Source: an optimization exercise on an open RTL-to-GDS flow (aim: small area, a short achievable clock period and few clock cycles per item). Production flows keep margins and buffers that such runs may drop.
No functional check of the RTL was part of any run shown here.
No activity file was given, so power comes from the tool's default toggle rates.

==> design.v <==
package jkv_pkg;
   localparam int MAX_KEY_CHARS_DEF = 16;
   localparam int KEY_CHARS_FULL    = 16;
   localparam int KEY_BITS_W        = 8 * KEY_CHARS_FULL;
   localparam int KEY_IDX_W         = 4;
   localparam int KEY_LEN_W         = 5;
   localparam int EMIT_W            = 16;
   localparam int STR_CAP_W         = 16;
   localparam int ARR_CAP_W         = 11;
   localparam int MODE_W            = 2;
   localparam int CSR_IDX_W         = 3;
   localparam int CSR_DATA_W        = 64;
   localparam int QUEUE_DEPTH       = 4;
   localparam logic [CSR_IDX_W-1:0] CSR_KEY_FIRST  = 3'd0;
   localparam logic [CSR_IDX_W-1:0] CSR_KEY_SECOND = 3'd1;
   localparam logic [CSR_IDX_W-1:0] CSR_KEY_LENGTH = 3'd2;
   localparam logic [CSR_IDX_W-1:0] CSR_VALUE_MODE = 3'd3;
   localparam logic [CSR_IDX_W-1:0] CSR_STR_CAP    = 3'd4;
   localparam logic [CSR_IDX_W-1:0] CSR_ARR_CAP    = 3'd5;
   localparam logic [KEY_LEN_W-1:0] KEY_LENGTH_RST = 5'd1;
   localparam logic [MODE_W-1:0]    VALUE_MODE_RST = 2'd0;
   localparam logic [STR_CAP_W-1:0] STR_CAP_RST    = 16'd256;
   localparam logic [ARR_CAP_W-1:0] ARR_CAP_RST    = 11'd16;
   localparam logic [MODE_W-1:0] MODE_STRING = 2'd0;
   localparam logic [MODE_W-1:0] MODE_U32    = 2'd1;
   localparam logic [MODE_W-1:0] MODE_ARRAY  = 2'd2;
   localparam logic [1:0] KIND_CHAR  = 2'd0;
   localparam logic [1:0] KIND_ELEM  = 2'd1;
   localparam logic [1:0] KIND_FINAL = 2'd2;
   localparam logic [2:0] ST_OK        = 3'd0;
   localparam logic [2:0] ST_NOKEY     = 3'd1;
   localparam logic [2:0] ST_MALFORMED = 3'd2;
   localparam logic [2:0] ST_OVERFLOW  = 3'd3;
   localparam logic [2:0] ST_CAPACITY  = 3'd4;
   localparam logic [7:0] CH_QUOTE  = 8'h22;
   localparam logic [7:0] CH_COLON  = 8'h3A;
   localparam logic [7:0] CH_COMMA  = 8'h2C;
   localparam logic [7:0] CH_LBRACK = 8'h5B;
   localparam logic [7:0] CH_RBRACK = 8'h5D;
   localparam logic [7:0] CH_BSLASH = 8'h5C;
   localparam logic [7:0] CH_N      = 8'h6E;
   localparam logic [7:0] CH_T      = 8'h74;
   localparam logic [7:0] CH_R      = 8'h72;
   localparam logic [7:0] CH_LF     = 8'h0A;
   localparam logic [7:0] CH_TAB    = 8'h09;
   localparam logic [7:0] CH_CR     = 8'h0D;
   localparam logic [7:0] CH_SPACE  = 8'h20;
   localparam logic [7:0] CH_ZERO   = 8'h30;
   localparam logic [7:0] CH_NINE   = 8'h39;
   typedef struct packed {
      logic [1:0]  kind;
      logic [31:0] value;
      logic [2:0]  status;
      logic        run_end;
   } jkv_result_type;
   typedef struct packed {
      logic shift;
      logic restart;
      logic clear;
   } jkv_win_ctl_type;
   typedef struct packed {
      logic cont;
      logic fresh;
   } jkv_win_hit_type;
endpackage
import jkv_pkg::*;
module json_key_value_extractor_core #(
   parameter int MaxKeyChars = jkv_pkg::MAX_KEY_CHARS_DEF
) (
   input  logic                            clock,
   input  logic                            reset,
   input  logic                            req_valid,
   output logic                            req_stall,
   input  logic [7:0]                      req_data_byte,
   input  logic                            req_last_byte,
   output logic                            rsp_valid,
   input  logic                            rsp_stall,
   output logic [1:0]                      rsp_item_kind,
   output logic [31:0]                     rsp_item_value,
   output logic [2:0]                      rsp_result_status,
   output logic                            rsp_end_of_run,
   input  logic                            csr_valid,
   output logic                            csr_ready,
   input  logic [jkv_pkg::CSR_IDX_W-1:0]   csr_index,
   input  logic [jkv_pkg::CSR_DATA_W-1:0]  csr_write_data
);
   localparam logic [3:0] P_SEARCH = 4'd0;
   localparam logic [3:0] P_AKEY   = 4'd1;
   localparam logic [3:0] P_ACOLON = 4'd2;
   localparam logic [3:0] P_STR    = 4'd3;
   localparam logic [3:0] P_U32    = 4'd4;
   localparam logic [3:0] P_AOPEN  = 4'd5;
   localparam logic [3:0] P_ANUM   = 4'd6;
   localparam logic [3:0] P_AAFTER = 4'd7;
   localparam logic [3:0] P_AELEM  = 4'd8;
   localparam logic [3:0] P_DONE   = 4'd9;
   localparam logic [2:0] A_HOLD  = 3'd0;
   localparam logic [2:0] A_ACCUM = 3'd1;
   localparam logic [2:0] A_START = 3'd2;
   localparam logic [2:0] A_CHAR  = 3'd3;
   localparam logic [2:0] A_CNT   = 3'd4;
   localparam logic [2:0] A_ZERO  = 3'd5;
   logic [127:0] key_ff;
   logic [4:0]   kc_ff;
   logic [1:0]   mode_ff;
   logic [15:0]  scap_ff;
   logic [10:0]  acap_ff;
   assign csr_ready = 1'b1;
   always_ff @(posedge clock) begin
      if (reset) begin
         key_ff  <= '0;
         kc_ff   <= 5'd1;
         mode_ff <= 2'd0;
         scap_ff <= 16'd256;
         acap_ff <= 11'd16;
      end else if (csr_valid) begin
         case (csr_index)
            3'd0: key_ff[63:0]   <= csr_write_data;
            3'd1: key_ff[127:64] <= csr_write_data;
            3'd2: kc_ff          <= csr_write_data[4] ? 5'd16 : csr_write_data[4:0];
            3'd3: mode_ff        <= csr_write_data[1:0];
            3'd4: scap_ff        <= csr_write_data[15:0];
            3'd5: acap_ff        <= csr_write_data[10:0];
            default: begin
            end
         endcase
      end
   end
   logic       h_v, s_v;
   logic [7:0] h_b, s_b;
   logic       h_l, s_l;
   logic       accept;
   logic       consume;
   assign req_stall = s_v;
   assign accept    = req_valid && !s_v;
   always_ff @(posedge clock) begin
      if (reset) begin
         h_v <= 1'b0;
         s_v <= 1'b0;
      end else begin
         h_v <= (h_v && !consume) || s_v || accept;
         s_v <= !consume && (s_v || (accept && h_v));
      end
   end
   always_ff @(posedge clock) begin
      if (!s_v) begin
         s_b <= req_data_byte;
         s_l <= req_last_byte;
      end
      if (consume || !h_v) begin
         h_b <= s_v ? s_b : req_data_byte;
         h_l <= s_v ? s_l : req_last_byte;
      end
   end
   logic [3:0]  ph_ff;
   logic [17:1] dv_ff;
   logic        esc_ff;
   logic [31:0] acc_ff;
   logic        ovf_ff;
   logic [15:0] cnt_ff;
   logic        full_ff;
   logic        pf_ff, pf_ok_ff;
   logic        out_v_ff;
   logic [1:0]  out_k_ff;
   logic [2:0]  out_s_ff;
   logic        adv;
   logic        step;
   logic        pf_go;
   assign adv     = !out_v_ff || !rsp_stall;
   assign step    = h_v && adv && !pf_ff;
   assign consume = step;
   assign pf_go   = pf_ff && adv;
   logic [7:0] c;
   logic       is_ws, is_dig, is_quote, is_colon, is_comma, is_lbrack, is_rbrack, is_bslash;
   logic [7:0] ch_dec;
   assign c         = h_b;
   assign is_ws     = (c == CH_SPACE) || (c == CH_TAB) || (c == CH_LF) || (c == CH_CR);
   assign is_dig    = (c >= CH_ZERO) && (c <= CH_NINE);
   assign is_quote  = (c == CH_QUOTE);
   assign is_colon  = (c == CH_COLON);
   assign is_comma  = (c == CH_COMMA);
   assign is_lbrack = (c == CH_LBRACK);
   assign is_rbrack = (c == CH_RBRACK);
   assign is_bslash = (c == CH_BSLASH);
   assign ch_dec    = !esc_ff ? c :
                      (c == CH_N) ? CH_LF :
                      (c == CH_T) ? CH_TAB :
                      (c == CH_R) ? CH_CR : c;
   logic [15:0] eqk;
   logic [17:1] dv_shift;
   logic        hit;
   always_comb begin
      for (int j = 0; j < 16; j++) begin
         eqk[j] = (c == key_ff[8*j +: 8]);
      end
      dv_shift[1] = is_quote;
      for (int i = 2; i <= 17; i++) begin
         dv_shift[i] = dv_ff[i-1] && eqk[i-2];
      end
   end
   assign hit = is_quote && (kc_ff != 5'd0) && dv_ff[kc_ff + 5'd1];
   logic [3:0]  dig;
   logic [31:0] acc_mul;
   logic        acc_ov;
   assign dig     = c[3:0];
   assign acc_mul = (acc_ff << 3) + (acc_ff << 1) + {28'd0, dig};
   assign acc_ov  = (acc_ff > 32'd429496729) || ((acc_ff == 32'd429496729) && (dig > 4'd5));
   logic [15:0] cnt_inc;
   logic        sfull_next, afull_next;
   assign cnt_inc    = cnt_ff + 16'd1;
   assign sfull_next = ({1'b0, cnt_ff} + 17'd2 == {1'b0, scap_ff});
   assign afull_next = (cnt_inc == {5'd0, acap_ff});
   logic [3:0]  ph_n;
   logic [17:1] dv_n;
   logic        esc_n;
   logic        ovf_n;
   logic [2:0]  asel;
   logic        cnt_clr, cnt_up;
   logic        full_n;
   logic        emit;
   logic [1:0]  e_k;
   logic [2:0]  e_s;
   logic        pf_set, pf_ok_n;
   logic        done;
   always_comb begin
      logic str_char;
      logic run_after;
      ph_n      = ph_ff;
      dv_n      = dv_ff;
      esc_n     = esc_ff;
      ovf_n     = ovf_ff;
      asel      = A_HOLD;
      cnt_clr   = 1'b0;
      cnt_up    = 1'b0;
      full_n    = full_ff;
      emit      = 1'b0;
      e_k       = KIND_FINAL;
      e_s       = ST_OK;
      pf_set    = 1'b0;
      pf_ok_n   = 1'b0;
      done      = 1'b0;
      str_char  = 1'b0;
      run_after = 1'b0;
      case (ph_ff)
         P_SEARCH: begin
            dv_n = dv_shift;
            if (hit) begin
               ph_n = P_AKEY;
               dv_n = '0;
            end
         end
         P_AKEY: begin
            if (!is_ws) begin
               if (is_colon) begin
                  ph_n = P_ACOLON;
               end else begin
                  ph_n = P_SEARCH;
                  dv_n = {16'd0, is_quote};
               end
            end
         end
         P_ACOLON: begin
            if (!is_ws) begin
               cnt_clr = 1'b1;
               esc_n   = 1'b0;
               ovf_n   = 1'b0;
               full_n  = (mode_ff == MODE_STRING) ? (scap_ff <= 16'd1) : (acap_ff == 11'd0);
               if (mode_ff == MODE_STRING && is_quote) begin
                  ph_n = P_STR;
               end else if (mode_ff == MODE_U32 && is_dig) begin
                  ph_n = P_U32;
                  asel = A_START;
               end else if (mode_ff == MODE_ARRAY && is_lbrack) begin
                  ph_n = P_AOPEN;
               end else begin
                  done = 1'b1;
                  emit = 1'b1;
                  e_s  = ST_MALFORMED;
                  asel = A_ZERO;
               end
            end
         end
         P_STR: begin
            if (esc_ff) begin
               esc_n    = 1'b0;
               str_char = 1'b1;
            end else if (is_bslash) begin
               esc_n = 1'b1;
            end else if (is_quote) begin
               done = 1'b1;
               emit = 1'b1;
               asel = A_CNT;
            end else begin
               str_char = 1'b1;
            end
         end
         P_U32: begin
            if (is_dig) begin
               asel  = A_ACCUM;
               ovf_n = ovf_ff | acc_ov;
            end else begin
               done = 1'b1;
               emit = 1'b1;
               if (ovf_ff) begin
                  e_s  = ST_OVERFLOW;
                  asel = A_ZERO;
               end
            end
         end
         P_AOPEN, P_AELEM: begin
            if (!is_ws) begin
               if (ph_ff == P_AOPEN && is_rbrack) begin
                  done = 1'b1;
                  emit = 1'b1;
                  asel = A_ZERO;
               end else if (is_dig) begin
                  ph_n  = P_ANUM;
                  asel  = A_START;
                  ovf_n = 1'b0;
               end else begin
                  done = 1'b1;
                  emit = 1'b1;
                  e_s  = ST_MALFORMED;
                  asel = A_ZERO;
               end
            end
         end
         P_ANUM: begin
            if (is_dig) begin
               asel  = A_ACCUM;
               ovf_n = ovf_ff | acc_ov;
            end else if (ovf_ff) begin
               done = 1'b1;
               emit = 1'b1;
               e_s  = ST_OVERFLOW;
               asel = A_ZERO;
            end else if (full_ff) begin
               done = 1'b1;
               emit = 1'b1;
               e_s  = ST_CAPACITY;
               asel = A_ZERO;
            end else begin
               emit      = 1'b1;
               e_k       = KIND_ELEM;
               cnt_up    = 1'b1;
               full_n    = afull_next;
               ph_n      = P_AAFTER;
               run_after = 1'b1;
            end
         end
         P_AAFTER: begin
            run_after = 1'b1;
         end
         default: begin
         end
      endcase
      if (str_char) begin
         emit = 1'b1;
         if (full_ff) begin
            done = 1'b1;
            e_s  = ST_CAPACITY;
            asel = A_ZERO;
         end else begin
            e_k    = KIND_CHAR;
            asel   = A_CHAR;
            cnt_up = 1'b1;
            full_n = sfull_next;
         end
      end
      if (run_after && !is_ws) begin
         if (is_comma) begin
            ph_n = P_AELEM;
         end else begin
            done = 1'b1;
            if (emit) begin
               pf_set  = 1'b1;
               pf_ok_n = is_rbrack;
            end else begin
               emit = 1'b1;
               if (is_rbrack) begin
                  asel = A_CNT;
               end else begin
                  e_s  = ST_MALFORMED;
                  asel = A_ZERO;
               end
            end
         end
      end
      if (h_l && ph_ff != P_DONE && !done) begin
         case (ph_n)
            P_SEARCH, P_AKEY, P_ACOLON: begin
               emit = 1'b1;
               e_k  = KIND_FINAL;
               e_s  = ST_NOKEY;
               asel = A_ZERO;
            end
            P_STR: begin
               if (esc_n && full_ff) begin
                  emit = 1'b1;
                  e_k  = KIND_FINAL;
                  e_s  = ST_CAPACITY;
                  asel = A_ZERO;
               end else if (esc_n) begin
                  emit   = 1'b1;
                  e_k    = KIND_CHAR;
                  asel   = A_CHAR;
                  pf_set = 1'b1;
               end else if (emit) begin
                  pf_set = 1'b1;
               end else begin
                  emit = 1'b1;
                  e_k  = KIND_FINAL;
                  e_s  = ST_MALFORMED;
                  asel = A_ZERO;
               end
            end
            P_U32: begin
               emit = 1'b1;
               e_k  = KIND_FINAL;
               if (ovf_n) begin
                  e_s  = ST_OVERFLOW;
                  asel = A_ZERO;
               end
            end
            P_ANUM: begin
               emit = 1'b1;
               if (ovf_n) begin
                  e_k  = KIND_FINAL;
                  e_s  = ST_OVERFLOW;
                  asel = A_ZERO;
               end else if (full_ff) begin
                  e_k  = KIND_FINAL;
                  e_s  = ST_CAPACITY;
                  asel = A_ZERO;
               end else begin
                  e_k    = KIND_ELEM;
                  pf_set = 1'b1;
               end
            end
            default: begin
               if (emit) begin
                  pf_set = 1'b1;
               end else begin
                  emit = 1'b1;
                  e_k  = KIND_FINAL;
                  e_s  = ST_MALFORMED;
                  asel = A_ZERO;
               end
            end
         endcase
      end
      if (h_l) begin
         ph_n  = P_SEARCH;
         dv_n  = '0;
         esc_n = 1'b0;
      end else if (done) begin
         ph_n = P_DONE;
      end
   end
   always_ff @(posedge clock) begin
      if (reset) begin
         ph_ff    <= P_SEARCH;
         dv_ff    <= '0;
         pf_ff    <= 1'b0;
         out_v_ff <= 1'b0;
      end else begin
         if (step) begin
            ph_ff <= ph_n;
            dv_ff <= dv_n;
            pf_ff <= pf_set;
         end else if (pf_go) begin
            pf_ff <= 1'b0;
         end
         if ((step && emit) || pf_go) begin
            out_v_ff <= 1'b1;
         end else if (!rsp_stall) begin
            out_v_ff <= 1'b0;
         end
      end
   end
   always_ff @(posedge clock) begin
      if (step) begin
         esc_ff   <= esc_n;
         ovf_ff   <= ovf_n;
         full_ff  <= full_n;
         pf_ok_ff <= pf_ok_n;
         if (cnt_clr) begin
            cnt_ff <= '0;
         end else if (cnt_up) begin
            cnt_ff <= cnt_inc;
         end
         if (emit) begin
            out_k_ff <= e_k;
            out_s_ff <= e_s;
         end
         case (asel)
            A_ACCUM: acc_ff <= acc_mul;
            A_START: acc_ff <= {28'd0, dig};
            A_CHAR:  acc_ff <= {24'd0, ch_dec};
            A_CNT:   acc_ff <= {16'd0, cnt_ff};
            A_ZERO:  acc_ff <= '0;
            default: begin
            end
         endcase
      end else if (pf_go) begin
         out_k_ff <= KIND_FINAL;
         out_s_ff <= pf_ok_ff ? ST_OK : ST_MALFORMED;
         acc_ff   <= pf_ok_ff ? {16'd0, cnt_ff} : 32'd0;
      end
   end
   assign rsp_valid         = out_v_ff;
   assign rsp_item_kind     = out_k_ff;
   assign rsp_result_status = out_s_ff;
   assign rsp_end_of_run    = out_k_ff[1];
   assign rsp_item_value    = acc_ff;
endmodule
==> run.sh <==
#!/bin/bash
# synth_recipe.tcl (not shown) runs the flow's synth.tcl, then flattens the netlist and writes it again
# the make line also repeats each setting of config.mk as NAME=value (left out here)
make -C /OpenROAD-flow-scripts/flow DESIGN_CONFIG=/design/flow/config.mk WORK_HOME=/design/flow/orfs CLKGATE_MAP_FILE= SYNTH_SCRIPT=/design/flow/synth_recipe.tcl finish
==> config.mk <==
export PLATFORM = sky130hd
export DESIGN_NAME = json_key_value_extractor_core
export DESIGN_NICKNAME = json_key_value_extractor_core
export VERILOG_FILES = /design/flow/design.v
export SDC_FILE = /design/flow/constraint.sdc
export NUM_CORES = 4
export LEC_CHECK = 0
export CAP_MARGIN = 20
export CORE_MARGIN = 2
export CORE_UTILIZATION = 40
export SLEW_MARGIN = 20
==> constraint.sdc <==
create_clock -name core_clock -period 10.0 [get_ports {clock}]
set_input_delay 2.0000 -clock core_clock [delete_from_list [all_inputs] [get_ports {clock}]]
set_output_delay 2.0000 -clock core_clock [all_outputs]
set_load 0.01 [all_outputs]
==> results of run 1 <==
placed cells by master, fill, tap and decap left out, types with 8 or more instances in the layout:
master,instances
buf_4,20
a21oi_1,229
ha_1,62
a211o_1,8
o211ai_1,17
edfxtp_1,66
nor4_1,46
inv_1,28
nor2_1,98
clkbuf_16,31
nand4_1,21
a21o_1,13
clkbuf_1,10
a22o_1,8
nor3_1,34
and2_1,13
clkdlybuf4s50_1,119
nor3b_1,8
xnor2_1,61
nand2b_1,8
xor2_1,126
a211oi_1,8
and3_1,17
dfxtp_1,196
o21ai_0,39
nand2_1,393
mux2_2,9
nand3_1,70
o21a_1,10
nor2b_1,9
o21bai_1,10
or3_1,11
state kept, by name, indices dropped and copies added (netlist names), 2 cells and up:
register  count
out_k_ff      2
ph_ff         4
cnt_ff       16
mode_ff       2
dv_ff        17
h_b           8
acap_ff      11
acc_ff       32
scap_ff      16
key_ff      128
out_s_ff      3
kc_ff         5
s_b           8
cell families (layout without fill, tap and decap cells):
logic type / Yosys count / in the layout
buffers and inverters: 143 / 223
DFF: 262 / 262
AOI/OAI and AO/OA: 427 / 427
xor gates and xnor gates: 187 / 187
other: 1 / 1
adders and majority gates: 64 / 64
and+or+nand+nor: 780 / 780
muxes: 17 / 17
worst min-delay path: cells and delay by family (launching register included):
kind / cells / cell delay, ns
and+or+nand+nor: 1 / 0.05
DFF: 1 / 0.31
AOI/OAI and AO/OA: 1 / 0.05
synthesized netlist by cell type, types with 17 or more instances:
library cell  number
and3_1            17
o211ai_1          17
nand4_1           21
inv_1             28
o21ai_0           39
edfxtp_1          66
xor2_1           126
nand2_1          395
ha_1              62
dfxtp_1          196
xnor2_1           61
nor3_1            36
buf_2             18
a21oi_1          229
nor2_1           100
nor4_1            46
nand3_1           70
clkbuf_1          79
worst max path at each step:
stage,startpoint,end,cells after the start
2_1_floorplan,kc_ff[1]$_SDFFE_PP0P_,acc_ff[0]$_DFFE_PP_,13
3_3_place_gp,rsp_stall,dv_ff[12]$_SDFFE_PP0P_,8
3_5_place_dp,kc_ff[0]$_SDFFE_PP1P_,acc_ff[7]$_DFFE_PP_,12
4_1_cts,kc_ff[0]$_SDFFE_PP1P_,acc_ff[7]$_DFFE_PP_,12
5_1_grt,kc_ff[0]$_SDFFE_PP1P_,acc_ff[4]$_DFFE_PP_,12
6_report,kc_ff[0]$_SDFFE_PP1P_,acc_ff[4]$_DFFE_PP_,12
area by class of cell:
cell class	instances	area, sq um
Clock buffer	44	854.6
Clock inverter	12	82.58
Fill cell	3815	20520
Inverter	28	105.1
Multi-Input combinational cell	1476	9010
Sequential cell	262	5906
Tap cell	518	648.1
Timing Repair Buffer	139	1341
layer usage:
layer  vias to the layer above  GRT usage [%]
li1                       6786              -
met2                       335          37.49
met1                      6574          28.12
met3                        80          3.084
met4                         0          6.429
met5                         -              0
power by group through the flow:
stage | combinational (mW) | sequential (mW) | clock [mW]
global route | 0.567 | 1.17 | 1.12
CTS | 0.512 | 1.16 | 1.08
floorplan | 0.347 | 1.18 | 0
finish | 0.511 | 1.16 | 1.05
global placement | 0.503 | 1.18 | 0
detailed placement | 0.508 | 1.18 | 0
metrics by stage:
| stage | setup WS (ns) | instance area, sq um | cells | hold WS [ns] | total power [mW] |
|---|---|---|---|---|---|
| global route | 4.971 | 17950 | 2479 | 0.4797 | 2.856 |
| CTS | 5.266 | 17940 | 2478 | 0.4588 | 2.750 |
| floorplan | 5.306 | 15480 | 1881 | 0.4319 | 1.525 |
| detailed placement | 5.292 | 17000 | 2422 | 0.4521 | 1.692 |
| global placement | 5.385 | 17000 | 2422 | 0.4441 | 1.686 |
| finish | 5.272 | 17950 | 2479 | 0.4566 | 2.726 |
==> impl_results.md, run 1 <==
* Initial antenna violation count at 0
* Endpoints failing setup at 0
* Fin crit share at 47.28%
* Sw power at 786.5 uW
* Crit-path max FO at 17
* Aggregate routed wire length at 44.55 mm
* Die ar. at 40,290 sq um
* Synth unique cells at 85
* # IOs at 122
* Dominant synthesized flop cell: dfxtp_1
* Number of port buffers at 120
* Core area at 38,470 sq um
* Worst skew pair latency at 0.57 ns
* Inserted Clock Buffers at 31
* Pint at 1.940 mW
* Synth Area in Compound Gates at 17.32%
* Initial Util at 40.24%
* Clock share of power at 38.7%
* Global-route wire length before repair at 71.68 mm
* Flops & latches, synth at 262
* Final Skew at 0.01761 ns
* Cell Rows at 72
* Worst hold stages at 2
* Routed length on met2 at 21.69 mm
* Worst R2R End: acc_ff[4]$_DFFE_PP_
* Ant diodes at 0
* Post-synthesis adder-cell area fraction at 5.270%
* Remaining design rule violation count at 0
* Synthesized instance count at 1,881
* Post-detail-place hpwl at 31.16 mm
* Vias post-DR at 13,775
* Remaining antenna violation count after routing at 0
* Core Util, Final at 46.66%
* Pwr/cell area at 151.9 nW/um^2
* Critical-path cell list: inv_1 -> ha_1 -> nor4bb_1 -> o21bai_1 -> a221oi_1 -> a221oi_1 -> o311ai_1 -> a21o_1 -> a21oi_1 -> a21boi_1 -> or3_1 -> o221ai_1
* GP Congestion at 0.9069
* Worst stage delay on the critical path at 0.68 ns
* Sequential share of the synthesized area at 38.15%
* Worst hold start: dv_ff[16]$_SDFFE_PP0P_
* Vias in the first global route at 13,238
* EDFF count, synth at 66
* Met3 Wirelength at 1.798 mm
* Fmax at 211.5 MHz
* Lkg Pwr at 6.630 nW
* Status: timing/DRC/antenna clean
* Clock tree buffer depth at 3
* Crit-path leading delay family: compound AO/OA/AOI/OAI gates
* Comb power frac at 18.7%
* Met1 Wirelength at 19.87 mm
* Switching share of power at 28.85%
* Area growth, synth to finish at 15.94%
* Max-Cap Viols at 0
* Syn_area_per_cell at 8.230 sq um
* DR vias/cell at 5.557
* R2R Setup Slk at 5.27 ns
* Overall Global Routing Usage at 21.69%
* CTS tree: built
* Share of layout cells above drive strength 1 at 5.405%
* Synth Area in XOR/XNOR at 10.58%
* Peak supply drop at 0.1261 mV
* Max-slew headroom at 27.28%
* Sequential Power Share at 42.6%
* Post-Syn Area at 15,480 sq um
* Slowest-stage cell, CP: or3_1
* WP data arrival at 5.00 ns
* Worst-path clk slew at 0.06 ns
* # resized after CTS at 0
* Post-DR wirelength/cell at 17.97 um
* Critical Setup Path Class: reg2reg
* H-tree levels at 1
* Critical path buffers and inverters at 1
* Iteration-0 DRC Markers at 814
* Post-synth top area share at 25.35%
* Post-CTS Hold Buffers at 0
* Die W at 200.7 um
* Largest net degree at the start of global routing at 104
* RSZ-0062 raised after global routing: no
* Drt first pass iters at 6
* Min-Delay Endpoint: dv_ff[16]$_SDFFE_PP0P_
* FF-to-FF path depth at 12
* Synth Area in Simple Gates at 23.41%
* Synth top area cells: dfxtp_1 25%, edfxtp_1 13%, nand2_1 9.6%, a21oi_1 7.4%, xor2_1 7.1%
* Setup TNS Final at 0 ns
* Fraction of registers with async set/reset at 0%
* Synthesized net count at 2,026
* R2r startpoint: kc_ff[0]$_SDFFE_PP1P_
* Worst EP required at 10.27 ns
* Final Slew Violations at 0
* Post-synthesis mux area share at 1.414%
* Postcts setup bufs at 0
* Dominant cell type by area after synthesis: dfxtp_1
* Worst Setup End Kind: flop
* Worst-margin pin slew at 1.091 ns
* Nets at 2,083
* Min-Delay Path Class: reg2reg
* CP Launch Type: flop
* Die Y at 200.7 um
* Warnings, synthesis at 1
* Crit path top cell by count: a221oi_1
* DR top layer: met4
* CTS Sinks at 262
* Root buf cell: clkbuf_16
* Combinational family with the most area after synthesis: simple AND/OR/NAND/NOR gates
* Tmin final at 4.728 ns
* Aggregate global routing overflow at 0
* Final hold viol count at 0
==> run 2: changes to the inputs <==
--- a/design.v
+++ b/design.v
@@ -142,14 +142,21 @@
          s_v <= !consume && (s_v || (accept && h_v));
       end
    end
+   logic [7:0] h_in;
+   logic [7:0] h_cls_in, h_cls;
+   assign h_in = s_v ? s_b : req_data_byte;
+   assign h_cls_in = {h_in == CH_BSLASH, h_in == CH_RBRACK, h_in == CH_LBRACK, h_in == CH_COMMA,
+                      h_in == CH_COLON, h_in == CH_QUOTE, (h_in >= CH_ZERO) && (h_in <= CH_NINE),
+                      (h_in == CH_SPACE) || (h_in == CH_TAB) || (h_in == CH_LF) || (h_in == CH_CR)};
    always_ff @(posedge clock) begin
       if (!s_v) begin
          s_b <= req_data_byte;
          s_l <= req_last_byte;
       end
       if (consume || !h_v) begin
-         h_b <= s_v ? s_b : req_data_byte;
-         h_l <= s_v ? s_l : req_last_byte;
+         h_b   <= h_in;
+         h_l   <= s_v ? s_l : req_last_byte;
+         h_cls <= h_cls_in;
       end
    end
    logic [3:0]  ph_ff;
@@ -174,14 +181,7 @@
    logic       is_ws, is_dig, is_quote, is_colon, is_comma, is_lbrack, is_rbrack, is_bslash;
    logic [7:0] ch_dec;
    assign c         = h_b;
-   assign is_ws     = (c == CH_SPACE) || (c == CH_TAB) || (c == CH_LF) || (c == CH_CR);
-   assign is_dig    = (c >= CH_ZERO) && (c <= CH_NINE);
-   assign is_quote  = (c == CH_QUOTE);
-   assign is_colon  = (c == CH_COLON);
-   assign is_comma  = (c == CH_COMMA);
-   assign is_lbrack = (c == CH_LBRACK);
-   assign is_rbrack = (c == CH_RBRACK);
-   assign is_bslash = (c == CH_BSLASH);
+   assign {is_bslash, is_rbrack, is_lbrack, is_comma, is_colon, is_quote, is_dig, is_ws} = h_cls;
    assign ch_dec    = !esc_ff ? c :
                       (c == CH_N) ? CH_LF :
                       (c == CH_T) ? CH_TAB :
@@ -198,7 +198,10 @@
          dv_shift[i] = dv_ff[i-1] && eqk[i-2];
       end
    end
-   assign hit = is_quote && (kc_ff != 5'd0) && dv_ff[kc_ff + 5'd1];
+   logic        hitp_ff;
+   logic [16:0] dv_sel;
+   logic        hitp_n;
+   assign hit = is_quote && hitp_ff;
    logic [3:0]  dig;
    logic [31:0] acc_mul;
    logic        acc_ov;
@@ -457,16 +460,25 @@
          ph_n = P_DONE;
       end
    end
+   always_comb begin
+      dv_sel[0] = 1'b0;
+      for (int k = 1; k <= 16; k++) begin
+         dv_sel[k] = dv_n[k+1];
+      end
+   end
+   assign hitp_n = dv_sel[kc_ff];
    always_ff @(posedge clock) begin
       if (reset) begin
          ph_ff    <= P_SEARCH;
          dv_ff    <= '0;
+         hitp_ff  <= 1'b0;
          pf_ff    <= 1'b0;
          out_v_ff <= 1'b0;
       end else begin
          if (step) begin
             ph_ff <= ph_n;
             dv_ff <= dv_n;
+            hitp_ff <= hitp_n;
             pf_ff <= pf_set;
          end else if (pf_go) begin
             pf_ff <= 1'b0;
==> impl_results.md, run 2 <==
* Status: timing/DRC/antenna clean
* FF-to-FF path depth at 12 (unchanged)
* Biggest regs: key_ff: 128 flops, acc_ff: 32 flops, dv_ff: 17 flops
* Die Y at 201.8 um (+0.54%)
* Synthesized instance count at 1,875 (-0.32%)
* Synth top area cells: dfxtp_1 25%, edfxtp_1 14%, nand2_1 9.8%, xnor2_1 9.1%, a21oi_1 7.4%
* Crit path top cell by count: fa_1
* Final Skew at 0.007500 ns (-0.01011 ns)
* Vias post-DR at 13,533 (-1.8%)
* Multi-input logic area at 8927 sq um (-0.92%)
* Syn_area_per_cell at 8.347 sq um (+1.4%)
* Number of port buffers at 120 (unchanged)
* Fraction of registers with async set/reset at 0% (unchanged)
* H-tree levels at 1 (unchanged)
* Met3 Wirelength at 2.056 mm (+14%)
* Max-slew headroom at 41.75% (+14 points)
* Lkg Pwr at 6.174 nW (-6.9%)
* Min-Delay Endpoint: key_ff[40]$_SDFFE_PP0P_
* Post-synth top area share at 25.20% (-0.15 points)
* Global-route wire length before repair at 69.90 mm (-2.5%)
* Worst Setup End Kind: flop
* CP Launch Type: flop
* Min-Delay Path Class: reg2reg
* Aggregate global routing overflow at 0 (unchanged)
* Comb power frac at 20.0% (+1.3 points)
* Overall Global Routing Usage at 20.88% (-0.80 points)
* Endpoints failing setup at 0 (unchanged)
* Synthesized net count at 2,018 (-0.39%)
* Inserted Clock Buffers at 31 (unchanged)
* Sw power at 847.2 uW (+7.7%)
* Dominant synthesized flop cell: dfxtp_1
* Share of layout cells above drive strength 1 at 5.669% (+0.26 points)
* Die W at 201.8 um (+0.54%)
* Worst hold stages at 2 (unchanged)
* Final Slew Violations at 0 (unchanged)
* Max-Cap Viols at 0 (unchanged)
* Initial Util at 40.50% (+0.26 points)
* Nets at 2,076 (-0.34%)
* Max FFs per register at 128 (unchanged)
* Sequential Power Share at 41.5% (-1.1 points)
* Area growth, synth to finish at 16.32%
* Most common cell in the netlist: nand2_1
* Sequential share of the synthesized area at 39.40% (+1.2 points)
* Tmin final at 4.423 ns (-0.3051 ns)
* Post-DR wirelength/cell at 17.45 um (-2.9%)
* Remaining antenna violation count after routing at 0 (unchanged)
* Post-Syn Area at 15,650 sq um (+1.1%)
* Drt first pass iters at 5 (-1)
* Final hold viol count at 0 (unchanged)
* Pwr/cell area at 162.8 nW/um^2 (+7.2%)
* Postcts setup bufs at 0 (unchanged)
* Worst stage delay on the critical path at 0.73 ns (+0.05 ns)
* Commonest non-fill, non-tap cells in the layout: 406 x nand2_1, 232 x a21oi_1, 197 x dfxtp_1, 163 x xnor2_1, 124 x nor2_1
* Critical Setup Path Class: reg2reg
* Initial antenna violation count at 2 (+2)
* Setup TNS Final at 0 ns (unchanged)
* DR vias/cell at 5.461 (-1.7%)
* Vias in the first global route at 12,955 (-2.1%)
* Critical-path cell list: buf_4 -> fa_1 -> fa_1 -> a21oi_1 -> o21ai_0 -> a2111oi_0 -> nor3_1 -> o31ai_1 -> nand2_1 -> and2_1 -> o41ai_1 -> nor4_2
* Pint at 2.116 mW (+9.1%)
* Critical path buffers and inverters at 1 (unchanged)
* Peak supply drop at 0.1399 mV (+11%)
* GP Congestion at 0.8621 (-4.9%)
* Commonest non-fill, non-tap cell in the layout: nand2_1
* WP data arrival at 4.71 ns (-0.29 ns)
* Fin crit share at 44.23% (-3.1 points)
* Worst hold start: key_ff[40]$_SDFFE_PP0P_
* Crit-path leading delay family: compound AO/OA/AOI/OAI gates
* DR top layer: met4
* Cell Rows at 72 (unchanged)
* RSZ-0062 raised after global routing: no
* Fmax at 226.1 MHz (+6.9%)
* Flops & latches, synth at 271 (+3.4%)
* Synth unique cells at 94 (+11%)
* Slowest-stage cell, CP: a2111oi_0
* Crit-path max FO at 21 (+4)
* EDFF count, synth at 74 (+12%)
* Warnings, synthesis at 1 (unchanged)
* Clock share of power at 38.5% (-0.2 points)
* Clock tree buffer depth at 3 (unchanged)
* Iteration-0 DRC Markers at 863 (+6.0%)
* Routed length on met2 at 20.58 mm (-5.1%)
* Top reg by flops: key_ff
* CTS tree: built
* Met1 Wirelength at 19.76 mm (-0.57%)
* Worst EP required at 10.28 ns (about the same)
* Post-detail-place hpwl at 30.05 mm (-3.6%)
* Fin area at 18,210 sq um (+1.4%)
* Placed Area at 17,160 sq um (+0.96%)
* Most instantiated cells after synthesis: 408 x nand2_1, 232 x a21oi_1, 197 x dfxtp_1
* Worst R2R End: acc_ff[24]$_SDFFCE_PN0P_
* R2r startpoint: h_b[3]$_DFFE_PN_
* Register area at 6166 sq um (+4.4%)
* R2R Setup Slk at 5.58 ns (+0.31 ns)
* Worst skew pair latency at 0.57 ns (about the same)
* Core area at 38,650 sq um (+0.47%)
* Die ar. at 40,730 sq um (+1.1%)
* Dominant cell type by area after synthesis: dfxtp_1
* Post-CTS Hold Buffers at 0 (unchanged)
* Switching share of power at 28.59% (-0.26 points)
* Worst-margin pin slew at 0.8737 ns (-0.2172 ns)
* Fillers at 3,803 (-0.31%)
* CTS Sinks at 271 (+3.4%)
* # IOs at 122 (unchanged)
* PnR worst setup slack at 5.577 ns (+0.3051 ns)
* Minimum hold slack at 0.4644 ns (+0.007863 ns)
* Root buf cell: clkbuf_16
* Worst-path clk slew at 0.06 ns (about the same)
* Largest net degree at the start of global routing at 112 (+7.7%)
* Aggregate routed wire length at 43.25 mm (-2.9%)
* # resized after CTS at 0 (unchanged)
* Place WS at 5.648 ns (+0.3562 ns)
* Remaining design rule violation count at 0 (unchanged)
run 2: changes by cell type in the layout (fill, tap and decap cells not counted), sizes merged, moves of 12 or more:
cell,previous run,this run
xnor2,61,163
xor2,126,36
nand3,70,42
nor2,100,128
a211oi,8,20
and3,17,5
nand2,396,408
nor4,47,35
o21ai,41,53
run 2: area by class of cell:
cell class              count  area share, %
multi-input cells        1468          49.04
flip-flops and latches    271          33.87
repair buffers            138          7.347
clock buffers              41          4.694
well taps                 518          3.560
clock inverters            17         0.9897
inverters                  23         0.4742
diodes                      2        0.02749
run 2: worst min-delay path, stage by stage (launching register included):
cell and delay (ns):
dfxtp_1 0.31, nand2_1 0.05, a21oi_1 0.05
run 2: per-stage QoR:
step	cells	utilization, %	power [mW]
4_1_cts	2476	47.08	2.989
6_report	2478	47.11	2.964
3_5_place_dp	2418	44.41	1.843
3_3_place_gp	2418	44.40	1.837
5_1_grt	2476	47.09	3.107
2_1_floorplan	1875	-	1.651
run 2: cells by family (layout without fill, tap and decap cells):
logic type	after synthesis	in the layout	synth area share [%]
XOR/XNOR	199	199	11.14
adder cells (fa/ha/maj)	62	62	5.052
flip-flops	271	271	39.40
multiplexers	23	23	1.863
AO/OA/AOI/OAI	419	419	16.30
other	1	3	0.02396
AND/OR/NAND/NOR	764	764	22.54
buffers and inverters	136	219	3.693
run 2: power by group through the flow:
stage	combinational, mW	clock (mW)	sequential, mW
floorplan	0.410	0	1.24
global placement	0.584	0	1.25
detailed placement	0.589	0	1.25
CTS	0.592	1.17	1.23
global route	0.657	1.21	1.24
finish	0.593	1.14	1.23
run 2: how the worst max path moves through the flow:
stage | startpoint | slack [ns] | cells past startpoint | endpoint
2_1_floorplan | acc_ff[0]$_DFFE_PP_ | 6.23 | 11 | acc_ff[24]$_SDFFCE_PN0P_
3_3_place_gp | h_b[3]$_DFFE_PN_ | 5.68 | 12 | acc_ff[24]$_SDFFCE_PN0P_
3_5_place_dp | rsp_stall | 5.65 | 9 | acc_ff[3]$_DFFE_PP_
4_1_cts | h_b[3]$_DFFE_PN_ | 5.64 | 12 | acc_ff[24]$_SDFFCE_PN0P_
5_1_grt | h_b[3]$_DFFE_PN_ | 5.16 | 12 | acc_ff[24]$_SDFFCE_PN0P_
6_report | h_b[3]$_DFFE_PN_ | 5.58 | 12 | acc_ff[24]$_SDFFCE_PN0P_
run 2: routing by layer:
layer | global-route usage, % | vias to the layer above
met5 | 0 | -
met4 | 4.727 | 0
li1 | - | 6688
met1 | 28.31 | 6444
met3 | 2.870 | 66
met2 | 35.33 | 335
==> run 3: changes to the inputs <==
--- a/design.v
+++ b/design.v
@@ -206,7 +206,9 @@
    logic [31:0] acc_mul;
    logic        acc_ov;
    assign dig     = c[3:0];
-   assign acc_mul = (acc_ff << 3) + (acc_ff << 1) + {28'd0, dig};
+   logic [31:0] acc_x5;
+   assign acc_x5  = acc_ff + {acc_ff[29:0], 2'b00} + {29'd0, dig[3:1]};
+   assign acc_mul = {acc_x5[30:0], dig[0]};
    assign acc_ov  = (acc_ff > 32'd429496729) || ((acc_ff == 32'd429496729) && (dig > 4'd5));
    logic [15:0] cnt_inc;
    logic        sfull_next, afull_next;
==> flow/run.sh (new file) <==
#!/bin/bash
# Standard ORFS layout, with timing repair aimed at a shorter period than the clock's
# (the SDC is unchanged; only the resizer's setup margin is raised).
set -euo pipefail
MARGIN=$(cat flow/margin.txt)
bash standard.sh SETUP_SLACK_MARGIN=$MARGIN finish > standard_flow.log 2>&1
==> flow/margin.txt (new file) <==
6.5
==> standard.sh (new file) <==
#!/bin/bash
# synth_recipe.tcl (not shown) runs the flow's synth.tcl, then flattens the netlist and writes it again
# the make line also repeats each setting of config.mk as NAME=value (left out here)
make -C /OpenROAD-flow-scripts/flow DESIGN_CONFIG=/design/flow/config.mk WORK_HOME=/design/flow/orfs CLKGATE_MAP_FILE= SYNTH_SCRIPT=/design/flow/synth_recipe.tcl "${@:-finish}"
removed: run.sh
==> impl_results.md, run 3 <==
* Synthesized instance count at 1,856 (-1.0%)
* Worst-margin pin slew at 0.9987 ns (+0.1250 ns)
* Initial Util at 40.35% (-0.15 points)
* Max-Cap Viols at 0 (unchanged)
* Syn_area_per_cell at 8.363 sq um (+0.18%)
* WP data arrival at 3.98 ns (-0.73 ns)
* DR vias/cell at 5.459 (about the same)
* Dominant synthesized flop cell: dfxtp_1
* CP Launch Type: flop
* Dominant cell type by area after synthesis: dfxtp_1
* Aggregate global routing overflow at 0 (unchanged)
* H-tree levels at 1 (unchanged)
* Top reg by flops: key_ff
* Commonest non-fill, non-tap cell in the layout: nand2_1
* Die ar. at 40,400 sq um (-0.82%)
* Final Skew at 0.02763 ns (+0.02013 ns)
* Final hold viol count at 0 (unchanged)
* Crit-path max FO at 5 (-76%)
* Synth unique cells at 89 (-5.3%)
* Sequential share of the synthesized area at 39.73% (+0.33 points)
* Post-detail-place hpwl at 30.53 mm (+1.6%)
* Status: timing/DRC/antenna clean
* Nets at 2,124 (+2.3%)
* Multi-input logic area at 9111 sq um (+2.1%)
* Cell Rows at 72 (unchanged)
* Aggregate routed wire length at 46.60 mm (+7.8%)
* Endpoints failing setup at 0 (unchanged)
* Global-route wire length before repair at 74.17 mm (+6.1%)
* Fmax at 274.5 MHz (+21%)
* Remaining antenna violation count after routing at 0 (unchanged)
* Max FFs per register at 128 (unchanged)
* Die Y at 201.0 um (-0.41%)
* Post-DR wirelength/cell at 18.47 um (+5.8%)
* Area growth, synth to finish at 22.04%
* Remaining design rule violation count at 0 (unchanged)
* Drt first pass iters at 5 (unchanged)
* Placed Area at 17,040 sq um (-0.73%)
* Lkg Pwr at 6.746 nW (+9.3%)
* Iteration-0 DRC Markers at 893 (+3.5%)
* Fin area at 18,940 sq um (+4.0%)
* Flops & latches, synth at 271 (unchanged)
* Warnings, synthesis at 1 (unchanged)
* EDFF count, synth at 74 (unchanged)
* Largest net degree at the start of global routing at 96 (-14%)
* Die W at 201.0 um (-0.41%)
* Core area at 38,470 sq um (-0.47%)
* Min-Delay Path Class: reg2reg
* Worst-path clk slew at 0.06 ns (about the same)
* GP Congestion at 0.8860 (+2.8%)
* Pwr/cell area at 160.6 nW/um^2 (-1.3%)
* RSZ-0062 raised after global routing: yes
* Inserted Clock Buffers at 31 (unchanged)
* CTS Sinks at 271 (unchanged)
* Worst Setup End Kind: flop
* Final Slew Violations at 0 (unchanged)
* Vias post-DR at 13,773 (+1.8%)
* Share of layout cells above drive strength 1 at 11.28% (+5.6 points)
* Register area at 6177 sq um (+0.18%)
* Fillers at 3,760 (-1.1%)
* # IOs at 122 (unchanged)
* Critical Setup Path Class: reg2reg
* Initial antenna violation count at 1 (-1)
* Max-slew headroom at 33.42% (-8.3 points)
* Clock tree buffer depth at 3 (unchanged)
* Synth top area cells: dfxtp_1 25%, edfxtp_1 14%, nand2_1 9.3%, xnor2_1 7.8%, a21oi_1 7.2%
* Setup TNS Final at 0 ns (unchanged)
* Post-Syn Area at 15,520 sq um (-0.83%)
* Commonest non-fill, non-tap cells in the layout: 383 x nand2_1, 217 x a21oi_1, 194 x dfxtp_1, 137 x xnor2_1, 106 x nor2_1
* Fin crit share at 36.43% (-7.8 points)
* Overall Global Routing Usage at 22.64% (+1.8 points)
* Most instantiated cells after synthesis: 386 x nand2_1, 222 x a21oi_1, 197 x dfxtp_1
* Worst EP required at 10.33 ns (+0.05 ns)
* Most common cell in the netlist: nand2_1
* Fraction of registers with async set/reset at 0% (unchanged)
* Post-synth top area share at 25.41% (+0.21 points)
* Synthesized net count at 1,999 (-0.94%)
* Worst skew pair latency at 0.60 ns (+0.03 ns)
* Vias in the first global route at 13,466 (+3.9%)
* Peak supply drop at 0.09815 mV (-30%)
* Biggest regs: key_ff: 128 flops, acc_ff: 32 flops, dv_ff: 17 flops
* Number of port buffers at 120 (unchanged)
* Root buf cell: clkbuf_16
* Tmin final at 3.643 ns (-0.7800 ns)
* CTS tree: built
run 3: changes by cell type after synthesis, moves of 10 or more:
cell / change
a21oi_1: -10
nand2_1: -22
nand3_1: +12
nor2_1: -14
nor3_1: +23
nor4_1: -10
xnor2_1: -25
xor2_1: +30
run 3: layout make-up:
type,count,area share [%]
multi-input cells,1454,48.10
inverters,19,0.3765
repair buffers,204,10.14
well taps,518,3.422
clock inverters,10,0.3897
flip-flops and latches,271,32.61
clock buffers,46,4.947
diodes,1,0.01321
run 3: cell families (layout without fill, tap and decap cells):
group           after synthesis  after routing  synth area share [%]
compound gates              409            410                 15.99
xor+xnor                    204            204                 11.51
fa+ha+maj                    62             62                 5.095
buf+inv                     132            279                 3.773
flops                       271            271                 39.73
mux                          20             20                 1.661
other cells                   1              2               0.02416
simple gates                757            757                 22.22
run 3: worst paths after layout:
check | depth (start not counted) | startpoint | endpoint | slack, ns
setup / recovery | 12 | acc_ff[0]$_DFFE_PP_ | acc_ff[28]$_SDFFCE_PN0P_ | 6.36
hold / removal | 2 | pf_ff$_SDFFE_PP0P_ | pf_ff$_SDFFE_PP0P_ | 0.45
setup reg to reg | 12 | acc_ff[0]$_DFFE_PP_ | acc_ff[28]$_SDFFCE_PN0P_ | 6.36
hold reg to reg | 2 | pf_ff$_SDFFE_PP0P_ | pf_ff$_SDFFE_PP0P_ | 0.45
run 3: report_power, final:
| part | total, mW | internal (mW) | switching, mW |
|---|---|---|---|
| registers | 1.22 | 1.18 | 0.0405 |
| logic | 0.695 | 0.311 | 0.384 |
| clock network | 1.13 | 0.649 | 0.478 |
| total | 3.04 | 2.14 | 0.902 |
run 3: per-layer routing:
layer	part of all wire, %	track usage [%]	vias up
met5	0	0	-
met4	2.8	7.169	0
met3	4.8	2.873	77
met2	48	38.78	363
met1	45	29.64	6590
li1	-	-	6743
run 3: what timing repair did:
| item | in CTS | in global routing |
|---|---|---|
| cloned | 3 | 0 |
| pin swaps | 24 | 22 |
| setup endpoints to repair | 106 | 93 |
| setup buffers | 49 | 15 |
| gates resized for setup | 75 | 40 |
| hold buffers | 0 | 0 |
run 3: through the flow:
stage               util [%]  power (mW)  hold WS [ns]  cells  setup slack, ns
CTS                    48.46       3.024        0.4525   2507            6.341
detailed placement     44.29       1.837        0.4445   2399            5.123
global placement       44.29       1.829        0.4406   2399            5.147
floorplan                  -       1.642        0.4319   1856            6.510
finish                 49.24       3.043        0.4502   2523            6.357
global route           49.24       3.178        0.4834   2523            6.279
run 3: worst max-delay path: stages (launching register included):
cell and delay [ns]:
edfxtp_1 0.50, fa_2 0.54, fa_2 0.44, a211oi_4 0.24
o21ai_2 0.10, a311oi_2 0.37, a211oi_2 0.15, buf_4 0.16
nor2_4 0.11, o2111ai_4 0.17, a31oi_1 0.25, xnor2_1 0.15
and3_1 0.21
==> run 4: changes to the inputs <==
==> flow/run.sh (replaced) <==
#!/bin/bash
# Standard ORFS layout, with timing repair aimed at a shorter period than the clock's
# (the SDC is unchanged; only the resizer's setup margin is raised), and plain buffers
# on the ports.
set -euo pipefail
MARGIN=$(cat flow/margin.txt)
bash standard.sh SETUP_SLACK_MARGIN=$MARGIN "BUFFER_PORTS_ARGS=-buffer_cell sky130_fd_sc_hd__buf_1" finish > standard_flow.log 2>&1
--- a/config.mk
+++ b/config.mk
@@ -8,4 +8,6 @@
 export CAP_MARGIN = 20
 export CORE_MARGIN = 2
 export CORE_UTILIZATION = 40
+export CTS_BUF_LIST = sky130_fd_sc_hd__clkbuf_8
+export CTS_CLUSTER_SIZE = 20
 export SLEW_MARGIN = 20
==> impl_results.md, run 4 <==
* R2R Setup Slk at 6.45 ns (+0.10 ns)
* Initial antenna violation count at 0 (-1)
* R2r startpoint: h_b[3]$_DFFE_PN_
* Tmin final at 3.546 ns (-0.09701 ns)
* Aggregate global routing overflow at 0 (unchanged)
* Worst-margin pin slew at 0.9726 ns (-0.02609 ns)
* Worst skew pair latency at 0.62 ns (+0.02 ns)
* Drt first pass iters at 5 (unchanged)
* Die ar. at 40,400 sq um (unchanged)
* Max FFs per register at 128 (unchanged)
* CP Launch Type: flop
* Worst Setup End Kind: flop
* Peak supply drop at 0.1414 mV (+44%)
* Synth Area in Simple Gates at 22.22% (unchanged)
* Biggest regs: key_ff: 128 flops, acc_ff: 32 flops, dv_ff: 17 flops
* Core area at 38,470 sq um (unchanged)
* Remaining design rule violation count at 0 (unchanged)
* Worst R2R End: acc_ff[24]$_SDFFCE_PN0P_
* Syn_area_per_cell at 8.363 sq um (unchanged)
* Commonest non-fill, non-tap cells in the layout: 383 x nand2_1, 217 x a21oi_1, 193 x dfxtp_1, 138 x xnor2_1, 119 x buf_1
* Slowest-stage cell, CP: fa_2
* PnR worst setup slack at 6.454 ns (+0.09701 ns)
* Post-synthesis mux area share at 1.661% (unchanged)
* Critical Setup Path Class: reg2reg
* Post-synthesis adder-cell area fraction at 5.095% (unchanged)
* Synth unique cells at 89 (unchanged)
* Dominant synthesized flop cell: dfxtp_1
* Cell Rows at 72 (unchanged)
* RSZ-0062 raised after global routing: yes
* Crit path top cell by count: fa_2
* GP Congestion at 0.8841 (-0.21%)
* Share of layout cells above drive strength 1 at 10.68% (-0.59 points)
* Initial Util at 40.35% (unchanged)
* Finished Layout Cells at 2,521 (-0.079%)
* Die W at 201.0 um (unchanged)
* Remaining antenna violation count after routing at 0 (unchanged)
* Worst hold stages at 2 (unchanged)
* Largest net degree at the start of global routing at 117 (+22%)
* Nets at 2,111 (-0.61%)
* CTS Sinks at 271 (unchanged)
* Max-Cap Viols at 0 (unchanged)
* Ant diodes at 0 (-1)
* Critical-path cell list: buf_12 -> fa_2 -> fa_2 -> a211oi_4 -> o21ai_2 -> a311oi_2 -> a211oi_2 -> o31ai_2 -> a21oi_2 -> a21o_1 -> a41o_1 -> xnor2_1 -> nor2_1
* Post-synth top area share at 25.41% (unchanged)
* Status: timing/DRC/antenna clean
* Worst stage delay on the critical path at 0.47 ns (-0.07 ns)
* Post-DR wirelength/cell at 18.22 um (-1.4%)
* Post-Syn Area at 15,520 sq um (unchanged)
* Pwr/cell area at 161.3 nW/um^2 (+0.42%)
* Fin area at 17,960 sq um (-5.2%)
* Crit-path leading delay family: compound AO/OA/AOI/OAI gates
* Area growth, synth to finish at 15.70%
* Worst-path clk slew at 0.06 ns (about the same)
* Setup TNS Final at 0 ns (unchanged)
* Synth Area in XOR/XNOR at 11.51% (unchanged)
* Fin crit share at 35.46% (-0.97 points)
* Synthesized net count at 1,999 (unchanged)
* Vias post-DR at 13,644 (-0.94%)
* Worst EP required at 10.35 ns (+0.02 ns)
* Lkg Pwr at 6.189 nW (-8.3%)
* Worst hold start: pf_ff$_SDFFE_PP0P_
* Global-route wire length before repair at 72.08 mm (-2.8%)
* Sequential share of the synthesized area at 39.73% (unchanged)
* Critical path buffers and inverters at 1 (unchanged)
* CTS tree: built
* Synth top area cells: dfxtp_1 25%, edfxtp_1 14%, nand2_1 9.3%, xnor2_1 7.8%, a21oi_1 7.2%
* Flops & latches, synth at 271 (unchanged)
* Fraction of registers with async set/reset at 0% (unchanged)
* Post-detail-place hpwl at 30.33 mm (-0.67%)
* Synthesized instance count at 1,856 (unchanged)
* Crit-path max FO at 2 (-3)
* Synth Area in Compound Gates at 15.99% (unchanged)
* Commonest non-fill, non-tap cell in the layout: nand2_1
* Endpoints failing setup at 0 (unchanged)
* Iteration-0 DRC Markers at 820 (-8.2%)
* Cells after DPL at 2,398 (-0.042%)
* Place WS at 4.761 ns (-0.3614 ns)
* Overall Global Routing Usage at 22.30% (-0.34 points)
* Placed Area at 16,280 sq um (-4.4%)
* Clock tree buffer depth at 3 (unchanged)
* FF-to-FF path depth at 13 (+1)
* Inserted Clock Buffers at 49 (+58%)
* Warnings, synthesis at 1 (unchanged)
* Final Slew Violations at 0 (unchanged)
* Min-Delay Path Class: reg2reg
* Post-CTS Hold Buffers at 0 (unchanged)
* Max-slew headroom at 34.92% (+1.5 points)
* WP data arrival at 3.89 ns (-0.09 ns)
* Core Util, Final at 46.68% (-2.6 points)
* Fmax at 282.0 MHz (+2.7%)
* Aggregate routed wire length at 45.92 mm (-1.5%)
* Most instantiated cells after synthesis: 386 x nand2_1, 222 x a21oi_1, 197 x dfxtp_1
* Root buf cell: clkbuf_8
* Vias in the first global route at 13,196 (-2.0%)
* Combinational family with the most area after synthesis: simple AND/OR/NAND/NOR gates
* Die Y at 201.0 um (unchanged)
* Final hold viol count at 0 (unchanged)
* Final Skew at 0.02429 ns (-0.003338 ns)
* DR vias/cell at 5.412 (-0.86%)
* Top reg by flops: key_ff
* EDFF count, synth at 74 (unchanged)
* Min-Delay Endpoint: pf_ff$_SDFFE_PP0P_
* # IOs at 122 (unchanged)
* Most common cell in the netlist: nand2_1
* Number of port buffers at 120 (unchanged)
* Dominant cell type by area after synthesis: dfxtp_1
* H-tree levels at 2 (+1)
run 4: kinds of logic (layout without fill, tap and decap cells):
family | Yosys count | count (layout)
AO/OA/AOI/OAI | 409 | 410
multiplexers | 20 | 20
flip-flops | 271 | 271
buffers and inverters | 132 | 278
adder cells (fa/ha/maj) | 62 | 62
XOR/XNOR | 204 | 204
AND/OR/NAND/NOR | 757 | 757
other | 1 | 1
run 4: metrics by stage:
stage                     power, mW  hold slack, ns
after floorplan               1.642          0.4319
after global placement        1.789          0.4399
after detailed placement      1.796          0.4464
after CTS                     2.905          0.4544
after global routing          3.041          0.4816
final                         2.897          0.4492
run 4: cell type report:
cell class / count / area [sq um]
flip-flops and latches: 271 / 6178
clock inverters: 25 / 143.9
multi-input cells: 1454 / 9116
inverters: 19 / 71.32
fillers: 3868 / 20510
repair buffers: 173 / 959.7
clock buffers: 61 / 839.6
well taps: 518 / 648.1
run 4: what timing repair did:
action | 4_1_cts | 5_1_grt
gates resized for setup | 48 | 26
endpoints found under the hold margin | 0 | 0
gates cloned | 3 | 0
endpoints found under the setup margin | 68 | 67
setup buffers | 18 | 16
pin swaps | 20 | 17
run 4: routing by layer:
metal / GRT usage, % / share of wire, % / vias to the layer above / wire length (um)
met4: 9.312 / 3.4 / 0 / 1581
li1: - / - / 6724 / -
met3: 4.594 / 6.2 / 112 / 2862
met1: 27.71 / 43 / 6418 / 19670
met2: 37.61 / 47 / 390 / 21810
met5: 0 / 0 / - / 0
run 4: worst max-delay path by stage:
stage / start / endpoint / cells past startpoint / slack (ns)
global route: h_b[3]$_DFFE_PN_ / acc_ff[24]$_SDFFCE_PN0P_ / 13 / 6.30
detailed placement: ph_ff[1]$_SDFFE_PP0P_ / acc_ff[29]$_SDFFCE_PN0P_ / 10 / 4.76
floorplan: acc_ff[0]$_DFFE_PP_ / acc_ff[24]$_SDFFCE_PN0P_ / 12 / 6.51
CTS: h_b[3]$_DFFE_PN_ / acc_ff[24]$_SDFFCE_PN0P_ / 13 / 6.40
finish: h_b[3]$_DFFE_PN_ / acc_ff[24]$_SDFFCE_PN0P_ / 13 / 6.45
global placement: ph_ff[1]$_SDFFE_PP0P_ / acc_ff[29]$_SDFFCE_PN0P_ / 10 / 4.82
run 4: tightest hold or removal path: cells and delay by family (launching register included):
| kind | cells | cell delay [ns] |
|---|---|---|
| DFF | 1 | 0.30 |
| and+or+nand+nor | 1 | 0.05 |
| AOI/OAI and AO/OA | 1 | 0.05 |
run 4: where the power goes:
| part | total [mW] | internal [mW] | switching (mW) |
|---|---|---|---|
| Combinational | 0.614 | 0.254 | 0.360 |
| Clock | 1.05 | 0.574 | 0.479 |
| Sequential | 1.23 | 1.18 | 0.0486 |
| Total | 2.90 | 2.01 | 0.887 |
==> run 5: changes to the inputs <==
--- a/config.mk
+++ b/config.mk
@@ -8,6 +8,4 @@
 export CAP_MARGIN = 20
 export CORE_MARGIN = 2
 export CORE_UTILIZATION = 40
-export CTS_BUF_LIST = sky130_fd_sc_hd__clkbuf_8
-export CTS_CLUSTER_SIZE = 20
 export SLEW_MARGIN = 20
==> impl_results.md, run 5 <==
* Drt first pass iters at 5 (unchanged)
* Nets at 2,091 (-0.95%)
* Number of port buffers at 120 (unchanged)
* Clock tree buffer depth at 3 (unchanged)
* Most instantiated cells after synthesis: 386 x nand2_1, 222 x a21oi_1, 197 x dfxtp_1
* Remaining antenna violation count after routing at 0 (unchanged)
* Synth Area in Simple Gates at 22.22% (unchanged)
* Endpoints failing setup at 0 (unchanged)
* Die W at 201.0 um (unchanged)
* Aggregate global routing overflow at 0 (unchanged)
* Synthesized net count at 1,999 (unchanged)
* CP Launch Type: flop
* Cells after DPL at 2,398 (unchanged)
* Fmax at 281.5 MHz (-0.18%)
* Worst-path clk slew at 0.06 ns (about the same)
* Final Skew at 0.02505 ns (+0.0007614 ns)
* Fraction of registers with async set/reset at 0% (unchanged)
* Flops & latches, synth at 271 (unchanged)
* Sequential share of the synthesized area at 39.73% (unchanged)
* Post-CTS Hold Buffers at 0 (unchanged)
* Synthesized instance count at 1,856 (unchanged)
* Ant diodes at 0 (unchanged)
* Share of layout cells above drive strength 1 at 9.529% (-1.2 points)
* Worst skew pair latency at 0.58 ns (-0.04 ns)
* Largest net degree at the start of global routing at 117 (unchanged)
* Global-route wire length before repair at 72.15 mm (about the same)
* Inserted Clock Buffers at 31 (-37%)
* Syn_area_per_cell at 8.363 sq um (unchanged)
* Synth Area in Compound Gates at 15.99% (unchanged)
* DR vias/cell at 5.443 (+0.57%)
* # IOs at 122 (unchanged)
* Minimum hold slack at 0.4495 ns (+0.0002390 ns)
* Fin crit share at 35.53% (+0.064 points)
* Lkg Pwr at 6.125 nW (-1.0%)
* Core area at 38,470 sq um (unchanged)
* Worst R2R End: acc_ff[24]$_SDFFCE_PN0P_
* Vias post-DR at 13,558 (-0.63%)
* Cell Rows at 72 (unchanged)
* Remaining design rule violation count at 0 (unchanged)
* Worst EP required at 10.31 ns (-0.04 ns)
* Finished Layout Cells at 2,491 (-1.2%)
* Dominant synthesized flop cell: dfxtp_1
* CTS Sinks at 271 (unchanged)
* Post-synthesis adder-cell area fraction at 5.095% (unchanged)
* Most common cell in the netlist: nand2_1
* Aggregate routed wire length at 45.90 mm (about the same)
* Tmin final at 3.553 ns (+0.006380 ns)
* Post-synthesis mux area share at 1.661% (unchanged)
* Critical path endpoint: acc_ff[24]$_SDFFCE_PN0P_
* Status: timing/DRC/antenna clean
* Max FFs per register at 128 (unchanged)
* Post-detail-place hpwl at 30.33 mm (unchanged)
* Initial Util at 40.35% (unchanged)
* FF-to-FF path depth at 13 (unchanged)
* Min-Delay Path Class: reg2reg
* Combinational family with the most area after synthesis: simple AND/OR/NAND/NOR gates
* Max-slew headroom at 36.20% (+1.3 points)
* Final Slew Violations at 0 (unchanged)
* Synth Area in XOR/XNOR at 11.51% (unchanged)
* Peak supply drop at 0.1161 mV (-18%)
* Setup TNS Final at 0 ns (unchanged)
* Setup crit start: h_b[3]$_DFFE_PN_
* Iteration-0 DRC Markers at 832 (+1.5%)
* Vias in the first global route at 13,032 (-1.2%)
* Area growth, synth to finish at 15.94%
* Die ar. at 40,400 sq um (unchanged)
* GP Congestion at 0.8841 (unchanged)
* CTS tree: built
* Final hold viol count at 0 (unchanged)
* Worst-margin pin slew at 0.9536 ns (-0.01906 ns)
* WP data arrival at 3.87 ns (-0.02 ns)
* Dominant cell type by area after synthesis: dfxtp_1
* EDFF count, synth at 74 (unchanged)
* Worst Setup End Kind: flop
* Commonest non-fill, non-tap cells in the layout: 383 x nand2_1, 218 x a21oi_1, 194 x dfxtp_1, 138 x xnor2_1, 119 x buf_1
* Commonest non-fill, non-tap cell in the layout: nand2_1
* Post-Syn Area at 15,520 sq um (unchanged)
* Max-Cap Viols at 0 (unchanged)
* Initial antenna violation count at 0 (unchanged)
* Synth top area cells: dfxtp_1 25%, edfxtp_1 14%, nand2_1 9.3%, xnor2_1 7.8%, a21oi_1 7.2%
* Top reg by flops: key_ff
* R2R Setup Slk at 6.45 ns (about the same)
* Critical Setup Path Class: reg2reg
* Warnings, synthesis at 1 (unchanged)
* Pwr/cell area at 166.7 nW/um^2 (+3.3%)
* Synth unique cells at 89 (unchanged)
* RSZ-0062 raised after global routing: yes
* Post-synth top area share at 25.41% (unchanged)
* Biggest regs: key_ff: 128 flops, acc_ff: 32 flops, dv_ff: 17 flops
* R2r startpoint: h_b[3]$_DFFE_PN_
* Die Y at 201.0 um (unchanged)
* Crit-path max FO at 2 (unchanged)
* Post-DR wirelength/cell at 18.43 um (+1.2%)
* H-tree levels at 1 (-1)
* Overall Global Routing Usage at 22.17% (-0.12 points)
* Root buf cell: clkbuf_16
run 5: power breakdown:
part | internal (mW) | switching [mW] | total, mW
combinational | 0.258 | 0.364 | 0.622
clock | 0.674 | 0.474 | 1.15
sequential | 1.18 | 0.0478 | 1.23
run 5: logic make-up (layout without fill, tap and decap cells):
family	after synthesis	after routing
adder cells (fa/ha/maj)	62	62
buffers and inverters	132	248
other	1	1
multiplexers	20	20
XOR/XNOR	204	204
AND/OR/NAND/NOR	757	757
flip-flops	271	271
AO/OA/AOI/OAI	409	410
run 5: area by class of cell:
| cell class | instances | area (sq um) |
|---|---|---|
| fillers | 3871 | 20470 |
| multi-input cells | 1454 | 9081 |
| flip-flops and latches | 271 | 6177 |
| repair buffers | 171 | 982.2 |
| clock buffers | 47 | 940.9 |
| well taps | 518 | 648.1 |
| clock inverters | 11 | 93.84 |
| inverters | 19 | 71.32 |
run 5: worst min path at each step:
stage	cells past startpoint	endpoint	start
finish	2	pf_ff$_SDFFE_PP0P_	pf_ff$_SDFFE_PP0P_
global route	2	key_ff[27]$_SDFFE_PP0P_	key_ff[27]$_SDFFE_PP0P_
CTS	2	pf_ff$_SDFFE_PP0P_	pf_ff$_SDFFE_PP0P_
detailed placement	2	pf_ff$_SDFFE_PP0P_	pf_ff$_SDFFE_PP0P_
global placement	2	pf_ff$_SDFFE_PP0P_	pf_ff$_SDFFE_PP0P_
floorplan	2	pf_ff$_SDFFE_PP0P_	pf_ff$_SDFFE_PP0P_
run 5: metrics by stage:
stage	instance area [sq um]	util [%]	setup slack [ns]	total power, mW
floorplan	15540	-	6.510	1.642
global placement	16280	42.33	4.823	1.789
finish	17990	46.78	6.447	2.999
detailed placement	16280	42.33	4.761	1.796
CTS	17800	46.28	6.421	3.003
global route	17990	46.78	6.333	3.140
run 5: metal layers:
layer | up-vias | routed length [um] | track usage, %
li1 | 6685 | - | -
met1 | 6414 | 19860 | 28.35
met2 | 368 | 21950 | 37.70
met3 | 91 | 2724 | 3.929
met4 | 0 | 1369 | 7.566
met5 | - | 0 | 0
run 5: worst max-delay path: stages (launching register included):
cell	delay (ns)
edfxtp_1	0.43
buf_12	0.17
fa_2	0.47
fa_2	0.40
a211oi_4	0.25
o21ai_2	0.10
a311oi_2	0.38
a211oi_2	0.16
o31ai_2	0.26
a21oi_2	0.10
a21o_1	0.19
a41o_1	0.19
xnor2_1	0.14
nor2_1	0.06
run 5: what timing repair did:
action,CTS,global route
pin swaps,19,16
endpoints found under the setup margin,68,64
gates cloned,4,0
gates resized for setup,44,24
buffers inserted,22,9

## re-timing with driven ports
In the flow no input, the clock included, has a driving cell. The finished layouts below were timed again as built, in two steps.
Step 1: set_driving_cell puts a clkbuf_16 on clock and a buf_2 on each other input, an assumption about the parent block.
Step 2 also shifts input and output timing later by t, the mid clock arrival at the registers, as if the neighbouring blocks saw the same clock.
Three values: ideal, step 1, step 2; two values: the first two.
| run | shift t [ns] | setup WS [ns] | hold slack, ns | worst register clock-pin slew, ns |
|---|---|---|---|---|
| run 1 | 0.620 | 5.272 / 5.272 / 5.272 | 0.457 / 0.457 / 0.457 | 0.07 / 0.07 |
| run 2 | 0.613 | 5.577 / 5.577 / 5.577 | 0.464 / 0.464 / 0.464 | 0.06 / 0.06 |
| run 3 | 0.637 | 6.357 / 6.357 / 5.929 | 0.450 / 0.450 / 0.450 | 0.07 / 0.07 |
| run 4 | 0.658 | 6.454 / 6.454 / 6.131 | 0.449 / 0.449 / 0.449 | 0.07 / 0.07 |
| run 5 | 0.619 | 6.447 / 6.447 / 6.083 | 0.449 / 0.449 / 0.449 | 0.07 / 0.07 |
After both steps every run listed still meets setup and hold. The setup slack of run 3, which loses most, moves by 0.000 ns with the drivers and by -0.428 ns with both steps.
